What follows belongs to an exercise in optimizing a design on an open flow for small area, a short achievable clock period and few clock cycles; a production flow would make more cautious choices.
In this exercise RTL edits were held to simulation tests only and were not proved equivalent to the original.
Power figures rest on the tool's default switching activity, not on a simulated workload.

==> flow/design.v <==
`default_nettype none
package cpu_isa_pkg;
	typedef logic [15:0] word_t;
	typedef logic [3:0] reg_idx_t;
	typedef enum logic [3:0] {
		HALT  = 4'h0,
		MOV   = 4'h1,
		MOVNZ = 4'h2,
		MOVEZ = 4'h3,
		BUS   = 4'h4,
		MEMR  = 4'h5,
		SET   = 4'h6,
		MEMW  = 4'h7,
		AND   = 4'h8,
		OR    = 4'h9,
		XOR   = 4'hA,
		ADD   = 4'hB,
		SHFT  = 4'hC,
		MUL   = 4'hD,
		GT    = 4'hE,
		EQ    = 4'hF
	} opcode_e;
	typedef struct packed {
		reg_idx_t cond;
		reg_idx_t dst;
		reg_idx_t src;
		opcode_e  op;
	} insn_fields_t;
	typedef struct packed {
		logic       shift_left;
		logic [2:0] shift_amt;
		reg_idx_t   dst;
		reg_idx_t   src;
		opcode_e    op;
	} insn_shift_t;
	typedef union packed {
		insn_fields_t fields;
		insn_shift_t  shift;
	} insn_u;
endpackage
`default_nettype wire
`default_nettype none
package cpu_core_pkg;
	localparam int NUM_REGS = 16;
	localparam int MEM_ADDR_W = 15;
	localparam int PC_W = 16;
	typedef logic [MEM_ADDR_W-1:0] mem_addr_t;
endpackage
`default_nettype wire
`timescale 1ns/10ps
`default_nettype none
module cpu_regfile (
	input  logic                  clk,
	input  logic                  mem_read_ready_stor_reset,
	input  cpu_isa_pkg::reg_idx_t ra_idx,
	output cpu_isa_pkg::word_t    ra_data,
	input  cpu_isa_pkg::reg_idx_t rb_idx,
	output cpu_isa_pkg::word_t    rb_data,
	input  cpu_isa_pkg::reg_idx_t wr_idx,
	input  cpu_isa_pkg::word_t    wr_data,
	input  logic                  wr_en
);
	cpu_isa_pkg::word_t regs [cpu_core_pkg::NUM_REGS];
	cpu_isa_pkg::word_t wd;
	assign wd = mem_read_ready_stor_reset ? '0 : wr_data;
	always_ff @(posedge clk) begin
		for (int i = 0; i < cpu_core_pkg::NUM_REGS; i++) begin
			if (mem_read_ready_stor_reset || (wr_en && wr_idx == 4'(i))) begin
				regs[i] <= wd;
			end
		end
	end
	logic [cpu_core_pkg::NUM_REGS-1:0] ra_sel;
	logic [cpu_core_pkg::NUM_REGS-1:0] rb_sel;
	always_comb begin
		ra_data = '0;
		rb_data = '0;
		for (int i = 0; i < cpu_core_pkg::NUM_REGS; i++) begin
			ra_sel[i] = (ra_idx == 4'(i));
			rb_sel[i] = (rb_idx == 4'(i));
			ra_data = ra_data | (regs[i] & {16{ra_sel[i]}});
			rb_data = rb_data | (regs[i] & {16{rb_sel[i]}});
		end
	end
endmodule
`default_nettype wire
`timescale 1ns/10ps
`default_nettype none
module cpu_alu (
	input  cpu_isa_pkg::word_t op_a,
	input  cpu_isa_pkg::word_t op_b,
	input  cpu_isa_pkg::insn_u insn,
	output cpu_isa_pkg::word_t mul_r0,
	output cpu_isa_pkg::word_t mul_r1,
	output cpu_isa_pkg::word_t mul_r2,
	input  cpu_isa_pkg::word_t mul_r0_q,
	input  cpu_isa_pkg::word_t mul_r1_q,
	input  cpu_isa_pkg::word_t mul_r2_q,
	output cpu_isa_pkg::word_t result
);
	cpu_isa_pkg::word_t product;
	cpu_mul_p1 cpu_mul_p1_i (
		.a  (op_a),
		.b  (op_b),
		.r0 (mul_r0),
		.r1 (mul_r1),
		.r2 (mul_r2)
	);
	cpu_mul_p2 cpu_mul_p2_i (
		.r0 (mul_r0_q),
		.r1 (mul_r1_q),
		.r2 (mul_r2_q),
		.y  (product)
	);
	always_comb begin
		result = '0;
		case (insn.fields.op)
			cpu_isa_pkg::AND: result = op_a & op_b;
			cpu_isa_pkg::OR:  result = op_a | op_b;
			cpu_isa_pkg::XOR: result = op_a ^ op_b;
			cpu_isa_pkg::ADD: result = op_a + op_b;
			cpu_isa_pkg::MUL: result = product;
			cpu_isa_pkg::GT:  result = (op_a > op_b) ? 16'hFFFF : 16'h0000;
			cpu_isa_pkg::EQ:  result = (op_a == op_b) ? 16'hFFFF : 16'h0000;
			cpu_isa_pkg::SHFT: begin
				if (insn.shift.shift_left) begin
					result = op_a << insn.shift.shift_amt;
				end else begin
					result = op_a >> insn.shift.shift_amt;
				end
			end
			default: result = op_a;
		endcase
	end
endmodule
`default_nettype wire
`timescale 1ns/10ps
`default_nettype none
module cpu_mul_p1 (
	input  logic [15:0] a,
	input  logic [15:0] b,
	output logic [15:0] r0,
	output logic [15:0] r1,
	output logic [15:0] r2
);
	logic p1_0;
	assign p1_0 = b[0];
	logic p1_1;
	assign p1_1 = b[1] & ~b[0];
	logic p1_2;
	assign p1_2 = (p1_0 & a[0]) ^ b[1];
	logic p1_3;
	assign p1_3 = ((p1_0 & a[1]) | (p1_1 & a[0])) ^ b[1];
	logic p1_4;
	assign p1_4 = ((p1_0 & a[2]) | (p1_1 & a[1])) ^ b[1];
	logic p1_5;
	assign p1_5 = ((p1_0 & a[3]) | (p1_1 & a[2])) ^ b[1];
	logic p1_6;
	assign p1_6 = ((p1_0 & a[4]) | (p1_1 & a[3])) ^ b[1];
	logic p1_7;
	assign p1_7 = ((p1_0 & a[5]) | (p1_1 & a[4])) ^ b[1];
	logic p1_8;
	assign p1_8 = ((p1_0 & a[6]) | (p1_1 & a[5])) ^ b[1];
	logic p1_9;
	assign p1_9 = ((p1_0 & a[7]) | (p1_1 & a[6])) ^ b[1];
	logic p1_10;
	assign p1_10 = ((p1_0 & a[8]) | (p1_1 & a[7])) ^ b[1];
	logic p1_11;
	assign p1_11 = ((p1_0 & a[9]) | (p1_1 & a[8])) ^ b[1];
	logic p1_12;
	assign p1_12 = ((p1_0 & a[10]) | (p1_1 & a[9])) ^ b[1];
	logic p1_13;
	assign p1_13 = ((p1_0 & a[11]) | (p1_1 & a[10])) ^ b[1];
	logic p1_14;
	assign p1_14 = ((p1_0 & a[12]) | (p1_1 & a[11])) ^ b[1];
	logic p1_15;
	assign p1_15 = ((p1_0 & a[13]) | (p1_1 & a[12])) ^ b[1];
	logic p1_16;
	assign p1_16 = ((p1_0 & a[14]) | (p1_1 & a[13])) ^ b[1];
	logic p1_17;
	assign p1_17 = ((p1_0 & a[15]) | (p1_1 & a[14])) ^ b[1];
	logic p1_18;
	assign p1_18 = b[2] ^ b[1];
	logic p1_19;
	assign p1_19 = (b[3] & ~b[2] & ~b[1]) | (~b[3] & b[2] & b[1]);
	logic p1_20;
	assign p1_20 = (p1_18 & a[0]) ^ b[3];
	logic p1_21;
	assign p1_21 = ((p1_18 & a[1]) | (p1_19 & a[0])) ^ b[3];
	logic p1_22;
	assign p1_22 = ((p1_18 & a[2]) | (p1_19 & a[1])) ^ b[3];
	logic p1_23;
	assign p1_23 = ((p1_18 & a[3]) | (p1_19 & a[2])) ^ b[3];
	logic p1_24;
	assign p1_24 = ((p1_18 & a[4]) | (p1_19 & a[3])) ^ b[3];
	logic p1_25;
	assign p1_25 = ((p1_18 & a[5]) | (p1_19 & a[4])) ^ b[3];
	logic p1_26;
	assign p1_26 = ((p1_18 & a[6]) | (p1_19 & a[5])) ^ b[3];
	logic p1_27;
	assign p1_27 = ((p1_18 & a[7]) | (p1_19 & a[6])) ^ b[3];
	logic p1_28;
	assign p1_28 = ((p1_18 & a[8]) | (p1_19 & a[7])) ^ b[3];
	logic p1_29;
	assign p1_29 = ((p1_18 & a[9]) | (p1_19 & a[8])) ^ b[3];
	logic p1_30;
	assign p1_30 = ((p1_18 & a[10]) | (p1_19 & a[9])) ^ b[3];
	logic p1_31;
	assign p1_31 = ((p1_18 & a[11]) | (p1_19 & a[10])) ^ b[3];
	logic p1_32;
	assign p1_32 = ((p1_18 & a[12]) | (p1_19 & a[11])) ^ b[3];
	logic p1_33;
	assign p1_33 = ((p1_18 & a[13]) | (p1_19 & a[12])) ^ b[3];
	logic p1_34;
	assign p1_34 = b[4] ^ b[3];
	logic p1_35;
	assign p1_35 = (b[5] & ~b[4] & ~b[3]) | (~b[5] & b[4] & b[3]);
	logic p1_36;
	assign p1_36 = (p1_34 & a[0]) ^ b[5];
	logic p1_37;
	assign p1_37 = ((p1_34 & a[1]) | (p1_35 & a[0])) ^ b[5];
	logic p1_38;
	assign p1_38 = ((p1_34 & a[2]) | (p1_35 & a[1])) ^ b[5];
	logic p1_39;
	assign p1_39 = ((p1_34 & a[3]) | (p1_35 & a[2])) ^ b[5];
	logic p1_40;
	assign p1_40 = ((p1_34 & a[4]) | (p1_35 & a[3])) ^ b[5];
	logic p1_41;
	assign p1_41 = ((p1_34 & a[5]) | (p1_35 & a[4])) ^ b[5];
	logic p1_42;
	assign p1_42 = ((p1_34 & a[6]) | (p1_35 & a[5])) ^ b[5];
	logic p1_43;
	assign p1_43 = ((p1_34 & a[7]) | (p1_35 & a[6])) ^ b[5];
	logic p1_44;
	assign p1_44 = ((p1_34 & a[8]) | (p1_35 & a[7])) ^ b[5];
	logic p1_45;
	assign p1_45 = ((p1_34 & a[9]) | (p1_35 & a[8])) ^ b[5];
	logic p1_46;
	assign p1_46 = ((p1_34 & a[10]) | (p1_35 & a[9])) ^ b[5];
	logic p1_47;
	assign p1_47 = ((p1_34 & a[11]) | (p1_35 & a[10])) ^ b[5];
	logic p1_48;
	assign p1_48 = b[6] ^ b[5];
	logic p1_49;
	assign p1_49 = (b[7] & ~b[6] & ~b[5]) | (~b[7] & b[6] & b[5]);
	logic p1_50;
	assign p1_50 = (p1_48 & a[0]) ^ b[7];
	logic p1_51;
	assign p1_51 = ((p1_48 & a[1]) | (p1_49 & a[0])) ^ b[7];
	logic p1_52;
	assign p1_52 = ((p1_48 & a[2]) | (p1_49 & a[1])) ^ b[7];
	logic p1_53;
	assign p1_53 = ((p1_48 & a[3]) | (p1_49 & a[2])) ^ b[7];
	logic p1_54;
	assign p1_54 = ((p1_48 & a[4]) | (p1_49 & a[3])) ^ b[7];
	logic p1_55;
	assign p1_55 = ((p1_48 & a[5]) | (p1_49 & a[4])) ^ b[7];
	logic p1_56;
	assign p1_56 = ((p1_48 & a[6]) | (p1_49 & a[5])) ^ b[7];
	logic p1_57;
	assign p1_57 = ((p1_48 & a[7]) | (p1_49 & a[6])) ^ b[7];
	logic p1_58;
	assign p1_58 = ((p1_48 & a[8]) | (p1_49 & a[7])) ^ b[7];
	logic p1_59;
	assign p1_59 = ((p1_48 & a[9]) | (p1_49 & a[8])) ^ b[7];
	logic p1_60;
	assign p1_60 = b[8] ^ b[7];
	logic p1_61;
	assign p1_61 = (b[9] & ~b[8] & ~b[7]) | (~b[9] & b[8] & b[7]);
	logic p1_62;
	assign p1_62 = (p1_60 & a[0]) ^ b[9];
	logic p1_63;
	assign p1_63 = ((p1_60 & a[1]) | (p1_61 & a[0])) ^ b[9];
	logic p1_64;
	assign p1_64 = ((p1_60 & a[2]) | (p1_61 & a[1])) ^ b[9];
	logic p1_65;
	assign p1_65 = ((p1_60 & a[3]) | (p1_61 & a[2])) ^ b[9];
	logic p1_66;
	assign p1_66 = ((p1_60 & a[4]) | (p1_61 & a[3])) ^ b[9];
	logic p1_67;
	assign p1_67 = ((p1_60 & a[5]) | (p1_61 & a[4])) ^ b[9];
	logic p1_68;
	assign p1_68 = ((p1_60 & a[6]) | (p1_61 & a[5])) ^ b[9];
	logic p1_69;
	assign p1_69 = ((p1_60 & a[7]) | (p1_61 & a[6])) ^ b[9];
	logic p1_70;
	assign p1_70 = b[10] ^ b[9];
	logic p1_71;
	assign p1_71 = (b[11] & ~b[10] & ~b[9]) | (~b[11] & b[10] & b[9]);
	logic p1_72;
	assign p1_72 = (p1_70 & a[0]) ^ b[11];
	logic p1_73;
	assign p1_73 = ((p1_70 & a[1]) | (p1_71 & a[0])) ^ b[11];
	logic p1_74;
	assign p1_74 = ((p1_70 & a[2]) | (p1_71 & a[1])) ^ b[11];
	logic p1_75;
	assign p1_75 = ((p1_70 & a[3]) | (p1_71 & a[2])) ^ b[11];
	logic p1_76;
	assign p1_76 = ((p1_70 & a[4]) | (p1_71 & a[3])) ^ b[11];
	logic p1_77;
	assign p1_77 = ((p1_70 & a[5]) | (p1_71 & a[4])) ^ b[11];
	logic p1_78;
	assign p1_78 = b[12] ^ b[11];
	logic p1_79;
	assign p1_79 = (b[13] & ~b[12] & ~b[11]) | (~b[13] & b[12] & b[11]);
	logic p1_80;
	assign p1_80 = (p1_78 & a[0]) ^ b[13];
	logic p1_81;
	assign p1_81 = ((p1_78 & a[1]) | (p1_79 & a[0])) ^ b[13];
	logic p1_82;
	assign p1_82 = ((p1_78 & a[2]) | (p1_79 & a[1])) ^ b[13];
	logic p1_83;
	assign p1_83 = ((p1_78 & a[3]) | (p1_79 & a[2])) ^ b[13];
	logic p1_84;
	assign p1_84 = b[14] ^ b[13];
	logic p1_85;
	assign p1_85 = (b[15] & ~b[14] & ~b[13]) | (~b[15] & b[14] & b[13]);
	logic p1_86;
	assign p1_86 = (p1_84 & a[0]) ^ b[15];
	logic p1_87;
	assign p1_87 = ((p1_84 & a[1]) | (p1_85 & a[0])) ^ b[15];
	logic p1_88;
	assign p1_88 = p1_12 ^ p1_28;
	logic p1_89;
	assign p1_89 = p1_12 & p1_28;
	logic p1_90;
	assign p1_90 = p1_13 ^ p1_29;
	logic p1_91;
	assign p1_91 = p1_13 & p1_29;
	logic p1_92;
	assign p1_92 = p1_14 ^ p1_30 ^ p1_44;
	logic p1_93;
	assign p1_93 = (p1_14 & p1_30) | (p1_14 & p1_44) | (p1_30 & p1_44);
	logic p1_94;
	assign p1_94 = p1_56 ^ p1_66;
	logic p1_95;
	assign p1_95 = p1_56 & p1_66;
	logic p1_96;
	assign p1_96 = p1_15 ^ p1_31 ^ p1_45;
	logic p1_97;
	assign p1_97 = (p1_15 & p1_31) | (p1_15 & p1_45) | (p1_31 & p1_45);
	logic p1_98;
	assign p1_98 = p1_57 ^ p1_67;
	logic p1_99;
	assign p1_99 = p1_57 & p1_67;
	logic p1_100;
	assign p1_100 = p1_16 ^ p1_32 ^ p1_46;
	logic p1_101;
	assign p1_101 = (p1_16 & p1_32) | (p1_16 & p1_46) | (p1_32 & p1_46);
	logic p1_102;
	assign p1_102 = p1_58 ^ p1_68 ^ p1_76;
	logic p1_103;
	assign p1_103 = (p1_58 & p1_68) | (p1_58 & p1_76) | (p1_68 & p1_76);
	logic p1_104;
	assign p1_104 = p1_82 ^ p1_86;
	logic p1_105;
	assign p1_105 = p1_82 & p1_86;
	logic p1_106;
	assign p1_106 = p1_17 ^ p1_33 ^ p1_47;
	logic p1_107;
	assign p1_107 = p1_59 ^ p1_69 ^ p1_77;
	logic p1_108;
	assign p1_108 = p1_83 ^ p1_87;
	logic p1_109;
	assign p1_109 = p1_8 ^ p1_24;
	logic p1_110;
	assign p1_110 = p1_8 & p1_24;
	logic p1_111;
	assign p1_111 = p1_9 ^ p1_25;
	logic p1_112;
	assign p1_112 = p1_9 & p1_25;
	logic p1_113;
	assign p1_113 = p1_10 ^ p1_26 ^ p1_40;
	logic p1_114;
	assign p1_114 = (p1_10 & p1_26) | (p1_10 & p1_40) | (p1_26 & p1_40);
	logic p1_115;
	assign p1_115 = p1_52 ^ p1_62;
	logic p1_116;
	assign p1_116 = p1_52 & p1_62;
	logic p1_117;
	assign p1_117 = p1_11 ^ p1_27 ^ p1_41;
	logic p1_118;
	assign p1_118 = (p1_11 & p1_27) | (p1_11 & p1_41) | (p1_27 & p1_41);
	logic p1_119;
	assign p1_119 = p1_53 ^ p1_63;
	logic p1_120;
	assign p1_120 = p1_53 & p1_63;
	logic p1_121;
	assign p1_121 = p1_88 ^ p1_42 ^ p1_54;
	logic p1_122;
	assign p1_122 = (p1_88 & p1_42) | (p1_88 & p1_54) | (p1_42 & p1_54);
	logic p1_123;
	assign p1_123 = p1_64 ^ p1_72 ^ b[11];
	logic p1_124;
	assign p1_124 = (p1_64 & p1_72) | (p1_64 & b[11]) | (p1_72 & b[11]);
	logic p1_125;
	assign p1_125 = p1_89 ^ p1_90 ^ p1_43;
	logic p1_126;
	assign p1_126 = (p1_89 & p1_90) | (p1_89 & p1_43) | (p1_90 & p1_43);
	logic p1_127;
	assign p1_127 = p1_55 ^ p1_65 ^ p1_73;
	logic p1_128;
	assign p1_128 = (p1_55 & p1_65) | (p1_55 & p1_73) | (p1_65 & p1_73);
	logic p1_129;
	assign p1_129 = p1_91 ^ p1_92 ^ p1_94;
	logic p1_130;
	assign p1_130 = (p1_91 & p1_92) | (p1_91 & p1_94) | (p1_92 & p1_94);
	logic p1_131;
	assign p1_131 = p1_74 ^ p1_80 ^ b[13];
	logic p1_132;
	assign p1_132 = (p1_74 & p1_80) | (p1_74 & b[13]) | (p1_80 & b[13]);
	logic p1_133;
	assign p1_133 = p1_93 ^ p1_95 ^ p1_96;
	logic p1_134;
	assign p1_134 = (p1_93 & p1_95) | (p1_93 & p1_96) | (p1_95 & p1_96);
	logic p1_135;
	assign p1_135 = p1_98 ^ p1_75 ^ p1_81;
	logic p1_136;
	assign p1_136 = (p1_98 & p1_75) | (p1_98 & p1_81) | (p1_75 & p1_81);
	logic p1_137;
	assign p1_137 = p1_97 ^ p1_99 ^ p1_100;
	logic p1_138;
	assign p1_138 = (p1_97 & p1_99) | (p1_97 & p1_100) | (p1_99 & p1_100);
	logic p1_139;
	assign p1_139 = p1_102 ^ p1_104 ^ b[15];
	logic p1_140;
	assign p1_140 = (p1_102 & p1_104) | (p1_102 & b[15]) | (p1_104 & b[15]);
	logic p1_141;
	assign p1_141 = p1_101 ^ p1_103 ^ p1_105;
	logic p1_142;
	assign p1_142 = p1_106 ^ p1_107 ^ p1_108;
	logic p1_143;
	assign p1_143 = p1_6 ^ p1_22;
	logic p1_144;
	assign p1_144 = p1_6 & p1_22;
	logic p1_145;
	assign p1_145 = p1_7 ^ p1_23;
	logic p1_146;
	assign p1_146 = p1_7 & p1_23;
	logic p1_147;
	assign p1_147 = p1_109 ^ p1_38 ^ p1_50;
	logic p1_148;
	assign p1_148 = (p1_109 & p1_38) | (p1_109 & p1_50) | (p1_38 & p1_50);
	logic p1_149;
	assign p1_149 = p1_110 ^ p1_111 ^ p1_39;
	logic p1_150;
	assign p1_150 = (p1_110 & p1_111) | (p1_110 & p1_39) | (p1_111 & p1_39);
	logic p1_151;
	assign p1_151 = p1_112 ^ p1_113 ^ p1_115;
	logic p1_152;
	assign p1_152 = (p1_112 & p1_113) | (p1_112 & p1_115) | (p1_113 & p1_115);
	logic p1_153;
	assign p1_153 = p1_114 ^ p1_116 ^ p1_117;
	logic p1_154;
	assign p1_154 = (p1_114 & p1_116) | (p1_114 & p1_117) | (p1_116 & p1_117);
	logic p1_155;
	assign p1_155 = p1_118 ^ p1_120 ^ p1_121;
	logic p1_156;
	assign p1_156 = (p1_118 & p1_120) | (p1_118 & p1_121) | (p1_120 & p1_121);
	logic p1_157;
	assign p1_157 = p1_122 ^ p1_124 ^ p1_125;
	logic p1_158;
	assign p1_158 = (p1_122 & p1_124) | (p1_122 & p1_125) | (p1_124 & p1_125);
	logic p1_159;
	assign p1_159 = p1_126 ^ p1_128 ^ p1_129;
	logic p1_160;
	assign p1_160 = (p1_126 & p1_128) | (p1_126 & p1_129) | (p1_128 & p1_129);
	logic p1_161;
	assign p1_161 = p1_130 ^ p1_132 ^ p1_133;
	logic p1_162;
	assign p1_162 = (p1_130 & p1_132) | (p1_130 & p1_133) | (p1_132 & p1_133);
	logic p1_163;
	assign p1_163 = p1_134 ^ p1_136 ^ p1_137;
	logic p1_164;
	assign p1_164 = (p1_134 & p1_136) | (p1_134 & p1_137) | (p1_136 & p1_137);
	logic p1_165;
	assign p1_165 = p1_138 ^ p1_140 ^ p1_141;
	assign r0 = {p1_164, p1_162, p1_160, p1_158, p1_156, p1_154, p1_152, p1_150, p1_148, p1_146, p1_144, p1_143, p1_5, p1_4, p1_3, p1_2};
	assign r1 = {p1_165, p1_163, p1_161, p1_159, p1_157, p1_155, p1_153, p1_151, p1_149, p1_147, p1_145, p1_36, p1_21, p1_20, 1'b0, b[1]};
	assign r2 = {p1_142, p1_139, p1_135, p1_131, p1_127, p1_123, p1_119, b[9], p1_51, b[7], p1_37, b[5], 1'b0, b[3], 1'b0, 1'b0};
endmodule
module cpu_mul_p2 (
	input  logic [15:0] r0,
	input  logic [15:0] r1,
	input  logic [15:0] r2,
	output logic [15:0] y
);
	logic p2_0;
	assign p2_0 = r0[0] ^ r1[0];
	logic p2_1;
	assign p2_1 = r0[0] & r1[0];
	logic p2_2;
	assign p2_2 = r0[1] ^ r1[1] ^ r2[1];
	logic p2_3;
	assign p2_3 = (r0[1] & r1[1]) | (r0[1] & r2[1]) | (r1[1] & r2[1]);
	logic p2_4;
	assign p2_4 = r0[2] ^ r1[2] ^ r2[2];
	logic p2_5;
	assign p2_5 = (r0[2] & r1[2]) | (r0[2] & r2[2]) | (r1[2] & r2[2]);
	logic p2_6;
	assign p2_6 = r0[3] ^ r1[3] ^ r2[3];
	logic p2_7;
	assign p2_7 = (r0[3] & r1[3]) | (r0[3] & r2[3]) | (r1[3] & r2[3]);
	logic p2_8;
	assign p2_8 = r0[4] ^ r1[4] ^ r2[4];
	logic p2_9;
	assign p2_9 = (r0[4] & r1[4]) | (r0[4] & r2[4]) | (r1[4] & r2[4]);
	logic p2_10;
	assign p2_10 = r0[5] ^ r1[5] ^ r2[5];
	logic p2_11;
	assign p2_11 = (r0[5] & r1[5]) | (r0[5] & r2[5]) | (r1[5] & r2[5]);
	logic p2_12;
	assign p2_12 = r0[6] ^ r1[6] ^ r2[6];
	logic p2_13;
	assign p2_13 = (r0[6] & r1[6]) | (r0[6] & r2[6]) | (r1[6] & r2[6]);
	logic p2_14;
	assign p2_14 = r0[7] ^ r1[7] ^ r2[7];
	logic p2_15;
	assign p2_15 = (r0[7] & r1[7]) | (r0[7] & r2[7]) | (r1[7] & r2[7]);
	logic p2_16;
	assign p2_16 = r0[8] ^ r1[8] ^ r2[8];
	logic p2_17;
	assign p2_17 = (r0[8] & r1[8]) | (r0[8] & r2[8]) | (r1[8] & r2[8]);
	logic p2_18;
	assign p2_18 = r0[9] ^ r1[9] ^ r2[9];
	logic p2_19;
	assign p2_19 = (r0[9] & r1[9]) | (r0[9] & r2[9]) | (r1[9] & r2[9]);
	logic p2_20;
	assign p2_20 = r0[10] ^ r1[10] ^ r2[10];
	logic p2_21;
	assign p2_21 = (r0[10] & r1[10]) | (r0[10] & r2[10]) | (r1[10] & r2[10]);
	logic p2_22;
	assign p2_22 = r0[11] ^ r1[11] ^ r2[11];
	logic p2_23;
	assign p2_23 = (r0[11] & r1[11]) | (r0[11] & r2[11]) | (r1[11] & r2[11]);
	logic p2_24;
	assign p2_24 = r0[12] ^ r1[12] ^ r2[12];
	logic p2_25;
	assign p2_25 = (r0[12] & r1[12]) | (r0[12] & r2[12]) | (r1[12] & r2[12]);
	logic p2_26;
	assign p2_26 = r0[13] ^ r1[13] ^ r2[13];
	logic p2_27;
	assign p2_27 = (r0[13] & r1[13]) | (r0[13] & r2[13]) | (r1[13] & r2[13]);
	logic p2_28;
	assign p2_28 = r0[14] ^ r1[14] ^ r2[14];
	logic p2_29;
	assign p2_29 = (r0[14] & r1[14]) | (r0[14] & r2[14]) | (r1[14] & r2[14]);
	logic p2_30;
	assign p2_30 = r0[15] ^ r1[15] ^ r2[15];
	logic p2_31;
	assign p2_31 = p2_0 & r2[0];
	logic p2_32;
	assign p2_32 = p2_0 ^ r2[0];
	logic p2_33;
	assign p2_33 = p2_1 & p2_2;
	logic p2_34;
	assign p2_34 = p2_1 ^ p2_2;
	logic p2_35;
	assign p2_35 = p2_3 & p2_4;
	logic p2_36;
	assign p2_36 = p2_3 ^ p2_4;
	logic p2_37;
	assign p2_37 = p2_5 & p2_6;
	logic p2_38;
	assign p2_38 = p2_5 ^ p2_6;
	logic p2_39;
	assign p2_39 = p2_7 & p2_8;
	logic p2_40;
	assign p2_40 = p2_7 ^ p2_8;
	logic p2_41;
	assign p2_41 = p2_9 & p2_10;
	logic p2_42;
	assign p2_42 = p2_9 ^ p2_10;
	logic p2_43;
	assign p2_43 = p2_11 & p2_12;
	logic p2_44;
	assign p2_44 = p2_11 ^ p2_12;
	logic p2_45;
	assign p2_45 = p2_13 & p2_14;
	logic p2_46;
	assign p2_46 = p2_13 ^ p2_14;
	logic p2_47;
	assign p2_47 = p2_15 & p2_16;
	logic p2_48;
	assign p2_48 = p2_15 ^ p2_16;
	logic p2_49;
	assign p2_49 = p2_17 & p2_18;
	logic p2_50;
	assign p2_50 = p2_17 ^ p2_18;
	logic p2_51;
	assign p2_51 = p2_19 & p2_20;
	logic p2_52;
	assign p2_52 = p2_19 ^ p2_20;
	logic p2_53;
	assign p2_53 = p2_21 & p2_22;
	logic p2_54;
	assign p2_54 = p2_21 ^ p2_22;
	logic p2_55;
	assign p2_55 = p2_23 & p2_24;
	logic p2_56;
	assign p2_56 = p2_23 ^ p2_24;
	logic p2_57;
	assign p2_57 = p2_25 & p2_26;
	logic p2_58;
	assign p2_58 = p2_25 ^ p2_26;
	logic p2_59;
	assign p2_59 = p2_27 & p2_28;
	logic p2_60;
	assign p2_60 = p2_27 ^ p2_28;
	logic p2_61;
	assign p2_61 = p2_29 & p2_30;
	logic p2_62;
	assign p2_62 = p2_29 ^ p2_30;
	logic p2_63;
	assign p2_63 = p2_33 | (p2_34 & p2_31);
	logic p2_64;
	assign p2_64 = p2_34 & p2_32;
	logic p2_65;
	assign p2_65 = p2_37 | (p2_38 & p2_35);
	logic p2_66;
	assign p2_66 = p2_38 & p2_36;
	logic p2_67;
	assign p2_67 = p2_41 | (p2_42 & p2_39);
	logic p2_68;
	assign p2_68 = p2_42 & p2_40;
	logic p2_69;
	assign p2_69 = p2_45 | (p2_46 & p2_43);
	logic p2_70;
	assign p2_70 = p2_46 & p2_44;
	logic p2_71;
	assign p2_71 = p2_49 | (p2_50 & p2_47);
	logic p2_72;
	assign p2_72 = p2_50 & p2_48;
	logic p2_73;
	assign p2_73 = p2_53 | (p2_54 & p2_51);
	logic p2_74;
	assign p2_74 = p2_54 & p2_52;
	logic p2_75;
	assign p2_75 = p2_57 | (p2_58 & p2_55);
	logic p2_76;
	assign p2_76 = p2_58 & p2_56;
	logic p2_77;
	assign p2_77 = p2_61 | (p2_62 & p2_59);
	logic p2_78;
	assign p2_78 = p2_62 & p2_60;
	logic p2_79;
	assign p2_79 = p2_35 | (p2_36 & p2_63);
	logic p2_80;
	assign p2_80 = p2_36 & p2_64;
	logic p2_81;
	assign p2_81 = p2_65 | (p2_66 & p2_63);
	logic p2_82;
	assign p2_82 = p2_66 & p2_64;
	logic p2_83;
	assign p2_83 = p2_43 | (p2_44 & p2_67);
	logic p2_84;
	assign p2_84 = p2_44 & p2_68;
	logic p2_85;
	assign p2_85 = p2_69 | (p2_70 & p2_67);
	logic p2_86;
	assign p2_86 = p2_70 & p2_68;
	logic p2_87;
	assign p2_87 = p2_51 | (p2_52 & p2_71);
	logic p2_88;
	assign p2_88 = p2_52 & p2_72;
	logic p2_89;
	assign p2_89 = p2_73 | (p2_74 & p2_71);
	logic p2_90;
	assign p2_90 = p2_74 & p2_72;
	logic p2_91;
	assign p2_91 = p2_59 | (p2_60 & p2_75);
	logic p2_92;
	assign p2_92 = p2_60 & p2_76;
	logic p2_93;
	assign p2_93 = p2_77 | (p2_78 & p2_75);
	logic p2_94;
	assign p2_94 = p2_78 & p2_76;
	logic p2_95;
	assign p2_95 = p2_39 | (p2_40 & p2_81);
	logic p2_96;
	assign p2_96 = p2_40 & p2_82;
	logic p2_97;
	assign p2_97 = p2_67 | (p2_68 & p2_81);
	logic p2_98;
	assign p2_98 = p2_68 & p2_82;
	logic p2_99;
	assign p2_99 = p2_83 | (p2_84 & p2_81);
	logic p2_100;
	assign p2_100 = p2_84 & p2_82;
	logic p2_101;
	assign p2_101 = p2_85 | (p2_86 & p2_81);
	logic p2_102;
	assign p2_102 = p2_86 & p2_82;
	logic p2_103;
	assign p2_103 = p2_55 | (p2_56 & p2_89);
	logic p2_104;
	assign p2_104 = p2_56 & p2_90;
	logic p2_105;
	assign p2_105 = p2_75 | (p2_76 & p2_89);
	logic p2_106;
	assign p2_106 = p2_76 & p2_90;
	logic p2_107;
	assign p2_107 = p2_91 | (p2_92 & p2_89);
	logic p2_108;
	assign p2_108 = p2_92 & p2_90;
	logic p2_109;
	assign p2_109 = p2_93 | (p2_94 & p2_89);
	logic p2_110;
	assign p2_110 = p2_94 & p2_90;
	logic p2_111;
	assign p2_111 = p2_47 | (p2_48 & p2_101);
	logic p2_112;
	assign p2_112 = p2_48 & p2_102;
	logic p2_113;
	assign p2_113 = p2_71 | (p2_72 & p2_101);
	logic p2_114;
	assign p2_114 = p2_72 & p2_102;
	logic p2_115;
	assign p2_115 = p2_87 | (p2_88 & p2_101);
	logic p2_116;
	assign p2_116 = p2_88 & p2_102;
	logic p2_117;
	assign p2_117 = p2_89 | (p2_90 & p2_101);
	logic p2_118;
	assign p2_118 = p2_90 & p2_102;
	logic p2_119;
	assign p2_119 = p2_103 | (p2_104 & p2_101);
	logic p2_120;
	assign p2_120 = p2_104 & p2_102;
	logic p2_121;
	assign p2_121 = p2_105 | (p2_106 & p2_101);
	logic p2_122;
	assign p2_122 = p2_106 & p2_102;
	logic p2_123;
	assign p2_123 = p2_107 | (p2_108 & p2_101);
	logic p2_124;
	assign p2_124 = p2_108 & p2_102;
	logic p2_125;
	assign p2_125 = p2_109 | (p2_110 & p2_101);
	logic p2_126;
	assign p2_126 = p2_110 & p2_102;
	logic p2_127;
	assign p2_127 = p2_34 ^ p2_31;
	logic p2_128;
	assign p2_128 = p2_36 ^ p2_63;
	logic p2_129;
	assign p2_129 = p2_38 ^ p2_79;
	logic p2_130;
	assign p2_130 = p2_40 ^ p2_81;
	logic p2_131;
	assign p2_131 = p2_42 ^ p2_95;
	logic p2_132;
	assign p2_132 = p2_44 ^ p2_97;
	logic p2_133;
	assign p2_133 = p2_46 ^ p2_99;
	logic p2_134;
	assign p2_134 = p2_48 ^ p2_101;
	logic p2_135;
	assign p2_135 = p2_50 ^ p2_111;
	logic p2_136;
	assign p2_136 = p2_52 ^ p2_113;
	logic p2_137;
	assign p2_137 = p2_54 ^ p2_115;
	logic p2_138;
	assign p2_138 = p2_56 ^ p2_117;
	logic p2_139;
	assign p2_139 = p2_58 ^ p2_119;
	logic p2_140;
	assign p2_140 = p2_60 ^ p2_121;
	logic p2_141;
	assign p2_141 = p2_62 ^ p2_123;
	assign y = {p2_141, p2_140, p2_139, p2_138, p2_137, p2_136, p2_135, p2_134, p2_133, p2_132, p2_131, p2_130, p2_129, p2_128, p2_127, p2_32};
endmodule
`default_nettype wire
`timescale 1ns/10ps
`default_nettype none
module cpu_control (
	input  logic                    clk,
	input  logic                    mem_read_ready_stor_reset,
	output cpu_isa_pkg::word_t      prog_addr,
	input  cpu_isa_pkg::word_t      prog_data,
	output cpu_isa_pkg::reg_idx_t   ra_idx,
	input  cpu_isa_pkg::word_t      ra_data,
	output cpu_isa_pkg::reg_idx_t   rb_idx,
	input  cpu_isa_pkg::word_t      rb_data,
	output cpu_isa_pkg::reg_idx_t   wr_idx,
	output cpu_isa_pkg::word_t      wr_data,
	output logic                    wr_en,
	output cpu_isa_pkg::insn_u      alu_insn,
	output cpu_isa_pkg::word_t      alu_a,
	output cpu_isa_pkg::word_t      alu_b,
	input  cpu_isa_pkg::word_t      alu_result,
	input  cpu_isa_pkg::word_t      mul_r0,
	input  cpu_isa_pkg::word_t      mul_r1,
	input  cpu_isa_pkg::word_t      mul_r2,
	output cpu_isa_pkg::word_t      mul_r0_q,
	output cpu_isa_pkg::word_t      mul_r1_q,
	output cpu_isa_pkg::word_t      mul_r2_q,
	output logic                    mem_req,
	output logic                    mem_we,
	output cpu_core_pkg::mem_addr_t mem_addr,
	output cpu_isa_pkg::word_t      mem_wdata,
	input  cpu_isa_pkg::word_t      mem_rdata,
	input  logic                    mem_ready,
	output logic                    halted
);
	cpu_isa_pkg::word_t pc_q;
	cpu_isa_pkg::insn_u ir_d;
	cpu_isa_pkg::insn_u ir_x;
	cpu_isa_pkg::word_t opa_q;
	cpu_isa_pkg::word_t opb_q;
	logic req_q;
	logic we_q;
	cpu_core_pkg::mem_addr_t maddr_q;
	cpu_isa_pkg::word_t mwdata_q;
	logic mem_busy;
	logic x_stall;
	logic d_block;
	logic lit_q;
	cpu_isa_pkg::word_t pf_q;
	logic pf_v_q;
	logic f_ok;
	logic f_take;
	logic s0_v;
	cpu_isa_pkg::word_t s0;
	logic s1_v;
	logic halted_q;
	logic mul_ph_q;
	cpu_isa_pkg::word_t r0_q;
	cpu_isa_pkg::word_t r1_q;
	cpu_isa_pkg::word_t r2_q;
	logic mul_wait;
	cpu_isa_pkg::opcode_e d_op;
	cpu_isa_pkg::opcode_e x_op;
	logic d_set;
	logic d_mem;
	logic f_halt;
	logic stall;
	logic cond_hit;
	logic x_wr;
	cpu_isa_pkg::word_t fwd_a;
	cpu_isa_pkg::word_t fwd_b;
	assign d_op = ir_d.fields.op;
	assign x_op = ir_x.fields.op;
	assign d_set = (d_op == cpu_isa_pkg::SET);
	assign d_mem = (d_op == cpu_isa_pkg::MEMR) || (d_op == cpu_isa_pkg::MEMW);
	assign f_halt = !lit_q &&
		((prog_data[3:0] == cpu_isa_pkg::HALT) || (prog_data[3:0] == cpu_isa_pkg::BUS));
	assign f_ok = !f_halt && !halted_q;
	assign s0_v = pf_v_q || f_ok;
	assign s0 = pf_v_q ? pf_q : prog_data;
	assign s1_v = pf_v_q && f_ok;
	assign f_take = f_ok && (!stall || !pf_v_q);
	assign mul_wait = (x_op == cpu_isa_pkg::MUL) && !mul_ph_q;
	assign mem_busy = req_q && !mem_ready;
	assign x_stall = ((x_op == cpu_isa_pkg::MEMR) && !mem_ready) || mul_wait;
	assign d_block = d_mem && mem_busy;
	assign stall = x_stall || d_block;
	assign cond_hit = (x_op == cpu_isa_pkg::MOVNZ) ? (opb_q != '0) : (opb_q == '0);
	always_comb begin
		case (x_op)
			cpu_isa_pkg::HALT, cpu_isa_pkg::BUS, cpu_isa_pkg::MEMW: x_wr = 1'b0;
			cpu_isa_pkg::MOVNZ, cpu_isa_pkg::MOVEZ: x_wr = cond_hit;
			default: x_wr = 1'b1;
		endcase
	end
	assign wr_en = x_wr && !mul_wait;
	assign wr_idx = ir_x.fields.dst;
	assign wr_data = (x_op == cpu_isa_pkg::MEMR) ? mem_rdata : alu_result;
	assign ra_idx = ir_d.fields.src;
	assign rb_idx = ir_d.fields.cond;
	assign fwd_a = (x_wr && ir_x.fields.dst == ir_d.fields.src) ? wr_data : ra_data;
	assign fwd_b = (x_wr && ir_x.fields.dst == ir_d.fields.cond) ? wr_data : rb_data;
	always_ff @(posedge clk) begin
		if (mem_read_ready_stor_reset) begin
			pc_q <= '0;
			ir_d.fields.op <= cpu_isa_pkg::HALT;
			ir_x.fields.op <= cpu_isa_pkg::HALT;
			req_q <= 1'b0;
			lit_q <= 1'b0;
			pf_v_q <= 1'b0;
			halted_q <= 1'b0;
			mul_ph_q <= 1'b0;
		end else begin
			mul_ph_q <= (x_op == cpu_isa_pkg::MUL) && !mul_ph_q;
			if (!x_stall && d_block) begin
				ir_x.fields.op <= cpu_isa_pkg::HALT;
			end
			if (!stall && d_mem) begin
				req_q <= 1'b1;
			end else if (mem_ready) begin
				req_q <= 1'b0;
			end
			if (f_take) begin
				pc_q <= pc_q + 16'd1;
				lit_q <= !lit_q && (prog_data[3:0] == cpu_isa_pkg::SET);
			end
			if (!stall) begin
				ir_x <= ir_d;
				if (d_set) begin
					ir_d[15:4] <= prog_data[15:4];
					ir_d.fields.op <= s1_v ? cpu_isa_pkg::opcode_e'(prog_data[3:0]) : cpu_isa_pkg::HALT;
					pf_v_q <= 1'b0;
				end else begin
					ir_d[15:4] <= s0[15:4];
					ir_d.fields.op <= s0_v ? cpu_isa_pkg::opcode_e'(s0[3:0]) : cpu_isa_pkg::HALT;
					pf_v_q <= s1_v;
				end
				if (f_halt && !pf_v_q && d_op == cpu_isa_pkg::HALT && !mem_busy) begin
					halted_q <= 1'b1;
				end
			end else if (!pf_v_q) begin
				pf_v_q <= f_ok;
			end
		end
	end
	always_ff @(posedge clk) begin
		if (f_take) begin
			pf_q <= prog_data;
		end
	end
	always_ff @(posedge clk) begin
		if (mem_read_ready_stor_reset) begin
			we_q <= 1'b0;
		end else if (!stall && d_mem) begin
			we_q <= (d_op == cpu_isa_pkg::MEMW);
		end
	end
	always_ff @(posedge clk) begin
		if (!stall && d_mem) begin
			maddr_q <= fwd_a[cpu_core_pkg::MEM_ADDR_W-1:0];
			mwdata_q <= fwd_b;
		end
	end
	always_ff @(posedge clk) begin
		opa_q <= d_set ? s0 : fwd_a;
		opb_q <= fwd_b;
	end
	always_ff @(posedge clk) begin
		r0_q <= mul_r0;
		r1_q <= mul_r1;
		r2_q <= mul_r2;
	end
	assign mul_r0_q = r0_q;
	assign mul_r1_q = r1_q;
	assign mul_r2_q = r2_q;
	assign alu_insn = ir_x;
	assign alu_a = opa_q;
	assign alu_b = opb_q;
	assign prog_addr = pc_q;
	assign mem_req = req_q;
	assign mem_we = we_q;
	assign mem_addr = maddr_q;
	assign mem_wdata = mwdata_q;
	assign halted = halted_q;
endmodule
`default_nettype wire
`timescale 1ns/10ps
`default_nettype none
module cpu_top (
	input  logic                    clk,
	input  logic                    mem_read_ready_stor_reset,
	output cpu_isa_pkg::word_t      prog_addr,
	input  cpu_isa_pkg::word_t      prog_data,
	output logic                    mem_req,
	output logic                    mem_we,
	output cpu_core_pkg::mem_addr_t mem_addr,
	output cpu_isa_pkg::word_t      mem_wdata,
	input  cpu_isa_pkg::word_t      mem_rdata,
	input  logic                    mem_ready,
	output logic                    halted
);
	cpu_isa_pkg::reg_idx_t ra_idx;
	cpu_isa_pkg::word_t ra_data;
	cpu_isa_pkg::reg_idx_t rb_idx;
	cpu_isa_pkg::word_t rb_data;
	cpu_isa_pkg::reg_idx_t wr_idx;
	cpu_isa_pkg::word_t wr_data;
	logic wr_en;
	cpu_isa_pkg::insn_u alu_insn;
	cpu_isa_pkg::word_t alu_result;
	cpu_isa_pkg::word_t mul_r0;
	cpu_isa_pkg::word_t mul_r1;
	cpu_isa_pkg::word_t mul_r2;
	cpu_isa_pkg::word_t mul_r0_q;
	cpu_isa_pkg::word_t mul_r1_q;
	cpu_isa_pkg::word_t mul_r2_q;
	cpu_isa_pkg::word_t alu_a;
	cpu_isa_pkg::word_t alu_b;
	cpu_control cpu_control_i (
		.clk                       (clk),
		.mem_read_ready_stor_reset (mem_read_ready_stor_reset),
		.prog_addr                 (prog_addr),
		.prog_data                 (prog_data),
		.ra_idx                    (ra_idx),
		.ra_data                   (ra_data),
		.rb_idx                    (rb_idx),
		.rb_data                   (rb_data),
		.wr_idx                    (wr_idx),
		.wr_data                   (wr_data),
		.wr_en                     (wr_en),
		.alu_insn                  (alu_insn),
		.alu_a                     (alu_a),
		.alu_b                     (alu_b),
		.alu_result                (alu_result),
		.mul_r0                    (mul_r0),
		.mul_r1                    (mul_r1),
		.mul_r2                    (mul_r2),
		.mul_r0_q                  (mul_r0_q),
		.mul_r1_q                  (mul_r1_q),
		.mul_r2_q                  (mul_r2_q),
		.mem_req                   (mem_req),
		.mem_we                    (mem_we),
		.mem_addr                  (mem_addr),
		.mem_wdata                 (mem_wdata),
		.mem_rdata                 (mem_rdata),
		.mem_ready                 (mem_ready),
		.halted                    (halted)
	);
	cpu_regfile cpu_regfile_i (
		.clk                       (clk),
		.mem_read_ready_stor_reset (mem_read_ready_stor_reset),
		.ra_idx                    (ra_idx),
		.ra_data                   (ra_data),
		.rb_idx                    (rb_idx),
		.rb_data                   (rb_data),
		.wr_idx                    (wr_idx),
		.wr_data                   (wr_data),
		.wr_en                     (wr_en)
	);
	cpu_alu cpu_alu_i (
		.op_a    (alu_a),
		.op_b    (alu_b),
		.insn    (alu_insn),
		.mul_r0   (mul_r0),
		.mul_r1   (mul_r1),
		.mul_r2   (mul_r2),
		.mul_r0_q (mul_r0_q),
		.mul_r1_q (mul_r1_q),
		.mul_r2_q (mul_r2_q),
		.result  (alu_result)
	);
endmodule
`default_nettype wire
==> flow/flow/run.sh <==
#!/bin/bash
# Standard ORFS layout, with repair_timing aiming for extra setup slack and
# plain buffers (instead of delay cells) on the ports
set -euo pipefail
bash standard.sh SETUP_SLACK_MARGIN=6.5 "BUFFER_PORTS_ARGS=-buffer_cell sky130_fd_sc_hd__buf_2" finish > standard_flow.log 2>&1
==> flow/standard.sh <==
#!/bin/bash
# synth_recipe.tcl (not shown) runs the flow's synth.tcl, then flattens the netlist and writes it again
# the make line also repeats each setting of config.mk as NAME=value (left out here)
make -C /OpenROAD-flow-scripts/flow DESIGN_CONFIG=/design/flow/config.mk WORK_HOME=/design/flow/orfs CLKGATE_MAP_FILE= SYNTH_SCRIPT=/design/flow/synth_recipe.tcl "${@:-finish}"
==> flow/config.mk <==
export PLATFORM = sky130hd
export DESIGN_NAME = cpu_top
export DESIGN_NICKNAME = cpu_top
export VERILOG_FILES = /design/flow/design.v
export SDC_FILE = /design/flow/constraint.sdc
export NUM_CORES = 4
export LEC_CHECK = 0
export ABC_AREA = 1
export CAP_MARGIN = 20
export CORE_MARGIN = 2
export CORE_UTILIZATION = 40
export CTS_CLUSTER_DIAMETER = 110
export CTS_CLUSTER_SIZE = 24
export SLEW_MARGIN = 20
==> flow/constraint.sdc <==
create_clock -name core_clock -period 10.0 [get_ports {clk}]
set_input_delay 2.0000 -clock core_clock [delete_from_list [all_inputs] [get_ports {clk}]]
set_output_delay 2.0000 -clock core_clock [all_outputs]
set_load 0.01 [all_outputs]
==> summary.txt <==
==> synth_stat cells, drive strengths merged, types with 33 or more instances <==
library cell / n / area share
buf: 33 / 0.0092
o22ai: 97 / 0.025
nand2: 721 / 0.11
xor2: 84 / 0.031
a21oi: 95 / 0.021
fa: 38 / 0.032
ha: 76 / 0.040
nor2: 149 / 0.024
inv: 287 / 0.045
a221oi: 45 / 0.016
dfxtp: 106 / 0.088
nand3: 209 / 0.044
nand4: 59 / 0.016
edfxtp: 323 / 0.40
o21ai: 133 / 0.028
clkbuf: 59 / 0.0092
==> flip-flops by register name (all words and copies together) (netlist names), 12 cells and up <==
register,cells
cpu_regfile_i.regs,256
cpu_control_i.ir_d,16
cpu_control_i.mwdata_q,16
cpu_control_i.opa_q,16
cpu_control_i.opb_q,16
cpu_control_i.pc_q,16
cpu_control_i.pf_q,16
cpu_control_i.r0_q,16
cpu_control_i.maddr_q,15
cpu_control_i.r1_q,15
cpu_control_i.r2_q,13
cpu_control_i.ir_x,12
==> final cells by class <==
type	instances	area, um^2
Timing Repair Buffer	153	1250
Fill cell	5749	32200
Clock inverter	4	50.0
Clock buffer	36	603
Multi-Input combinational cell	1873	11200
Inverter	302	1190
Tap cell	773	967
Sequential cell	429	11800
==> stage by stage <==
step	hold slack [ps]	instance area (um^2)	instances
floorplan	355	24000	2695
detailed placement	407	25500	3497
finish	450	27100	3570
CTS	460	26700	3557
global route	462	27100	3570
global placement	402	25400	3496
==> routing by layer <==
metal / wire [um] / global-route usage / vias up
li1: - / - / 9443
met1: 41200 / 0.432 / 10300
met2: 44500 / 0.488 / 1213
met3: 8390 / 0.0412 / 214
met4: 4690 / 0.117 / 4
met5: 27 / 0 / -
==> repair_timing <==
item / in CTS / in global routing
cloned: 1 / 1
resized for setup: 44 / 45
setup endpoints to repair: 580 / 295
pin swaps: 21 / 15
buffers inserted: 19 / 11
==> worst max path at each step <==
stage | start | endpoint | slack, ps | cells after the start
global route | cpu_control_i.r0_q[5]$_DFF_P_ | cpu_control_i.opa_q[9]$_DFF_P_ | 6490 | 17
finish | cpu_control_i.opb_q[13]$_DFF_P_ | cpu_control_i.maddr_q[14]$_DFFE_PP_ | 6530 | 12
detailed placement | cpu_control_i.opb_q[5]$_DFF_P_ | cpu_regfile_i.regs[6][8]$_DFFE_PP_ | 5350 | 11
floorplan | mem_ready | cpu_control_i.maddr_q[0]$_DFFE_PP_ | 6550 | 6
CTS | cpu_control_i.opb_q[5]$_DFF_P_ | cpu_regfile_i.regs[9][11]$_DFFE_PP_ | 6490 | 9
global placement | cpu_control_i.opb_q[5]$_DFF_P_ | cpu_regfile_i.regs[4][10]$_DFFE_PP_ | 5400 | 11
==> worst max-delay path, stage by stage, from the launching register on <==
cell and delay, ps:
dfxtp_1 600, inv_2 160, ha_1 440, inv_1 140, a21oi_1 140, o21ai_0 110, a21oi_1 210, nand2_1 170
a21oi_2 470, nand4_1 200, nand2_1 220, nand3_1 120, and2_1 200
==> power groups by stage <==
stage / sequential, uW / clock (uW) / combinational (uW)
2_1_floorplan: 2390 / 0 / 1680
3_3_place_gp: 2470 / 0 / 2450
3_5_place_dp: 2480 / 0 / 2480
4_1_cts: 2440 / 1060 / 2580
5_1_grt: 2470 / 1110 / 2950
6_report: 2450 / 1040 / 2660
==> kinds of logic (layout without fill, tap and decap cells) <==
kind of cell	Yosys count	count (layout)	share of synthesized area
fa+ha+maj	114	114	0.0712
compound gates	458	459	0.120
mux	2	2	0.000833
flops	429	429	0.492
simple gates	1203	1203	0.215
buf+inv	394	495	0.0659
xor+xnor	95	95	0.0346
==> reports/qor.yml <==
hp-start: "cpu_control_i.ir_d[11]$_DFFE_PP_"
pin_count: 85
cts_tree: "built"
cp_max_fo: 7
area_delta_synth_final_pct: 12.6
cts-root-buf: "clkbuf_16"
final_nets: 2930
cts_made_buffers: 22
tightest_slew_ps: 1160
clockBufferDepth: 3
synth-edff-count: 323
numPortBuffers: 84
die_h_um: 249
fin_ws_ps: 6530
wl_per_cell_um: 27.7
synthCells: 2695
final_antenna_net_count: 0
syn_avg_cell_area_um2: 8.92
ys_ff_latch: 429
crit_required_ps: 10320
grtUsageTotal: 0.309
hold_depth: 0
grt-ovfl-total: 0
diodes: 0
yosysSeqAreaShare: 0.492
finClkSkew_ps: 54.1
vdd_drop_max_mv: 0.165
gp_congestion: 1.01
path_class: "flop to flop"
power.share.clock: 0.169
num_rows: 89
clk_pin_slew_worst_paths_ps: 110
syn_area_um2: 24000
die_w_um: 249
r2r_setup_slack_ps: 6530
reg2regPathDepth: 12
sequentialPowerShare: 0.398
endpoint_kind: "flop"
setup_tns_ps: 0
p_sw_uw: 2520
htreeDepth: 1
setup_viol: 0
via_count: 21200
pwr-share-comb: 0.433
ys.flop_type: "edfxtp_1"
max-cap-violations: 0
netlist-cell-type-count: 62
dpl.hpwl_mm: 72.8
layout_commonest_cell: "nand2_1"
cts_sinks: 429
drv_slew: 0
r2r-start: "cpu_control_i.opb_q[13]$_DFF_P_"
dieArea_um2: 62100
clk_latency_ps: 610
antenna_found_initial: 4
p_per_area_nw_per_um2: 227
total_leakage_power_uw: 0.0110
hold-path-endpoint: "cpu_control_i.ir_x[11]$_DFFE_PP_"
synthesis.nets: 2844
dpl_worst_slack_ps: 5350
rr_endpoint: "cpu_control_i.maddr_q[14]$_DFFE_PP_"
status: "complete, no violations"
hold_viol_final: 0
fmax_ghz: 0.288
finalWirelength_mm: 98.8
swShare: 0.410
firstDrtPassIters: 8
slew_headroom: 0.226
power_uw: 6150
rsz0062_at_grt: "false"
grt_pass1_vias: 19900
fin_util: 0.457
grt_max_degree: 45
async_reset_ff_frac: 0
layout_common_cells: "704 x nand2_1, 323 x edfxtp_1, 269 x inv_1"
layout-drive-gt1-share: 0.114
yosys_warnings: 4
drc: 0
p_int_uw: 3630
avgViaCountPerCell: 5.93
drt_iter0_markers: 2925
grt_pass1_wl_mm: 140
crit_path_start_kind: "flop"
holdBufCountCts: 0
arrival_ps: 3790
period_share: 0.347
initial_core_util: 0.406
core-area_um2: 59200
holdCritPathClass: "flop to flop"
fin_crit_ps: 3470
Testbench counts, summed over its fixed seeds: cycles 11,282.

-- re-timing with driven ports --
How much do the figures lean on ideal ports? The routed layout below was timed once more, with nothing changed but the port constraints.
Step 1 (the two cells are an assumption about what drives the block):
set clk [get_ports {clk}]
set_driving_cell -lib_cell sky130_fd_sc_hd__clkbuf_16 $clk
set_driving_cell -lib_cell sky130_fd_sc_hd__buf_2 [delete_from_list [all_inputs] $clk]
Step 2 times the ports against the registers' clock, not the clock port: input delays grow and output delays shrink by t, the midpoint of the rising clock arrivals with the driver on.
a / b / c = ideal ports / drivers / drivers and shift; a / b = the first two.
t, ns: 0.648
setup WS [ns]: 6.531 / 6.531 / 6.187
latest minus earliest clock arrival (ns): 0.054 / 0.054
worst slew at a driven data input, ns: 0.04
pins driven straight from the clock port: 1
After both steps setup and hold are still met in this run. For this run, drivers alone change the setup slack by 0.000 ns; drivers and shift together by -0.344 ns.
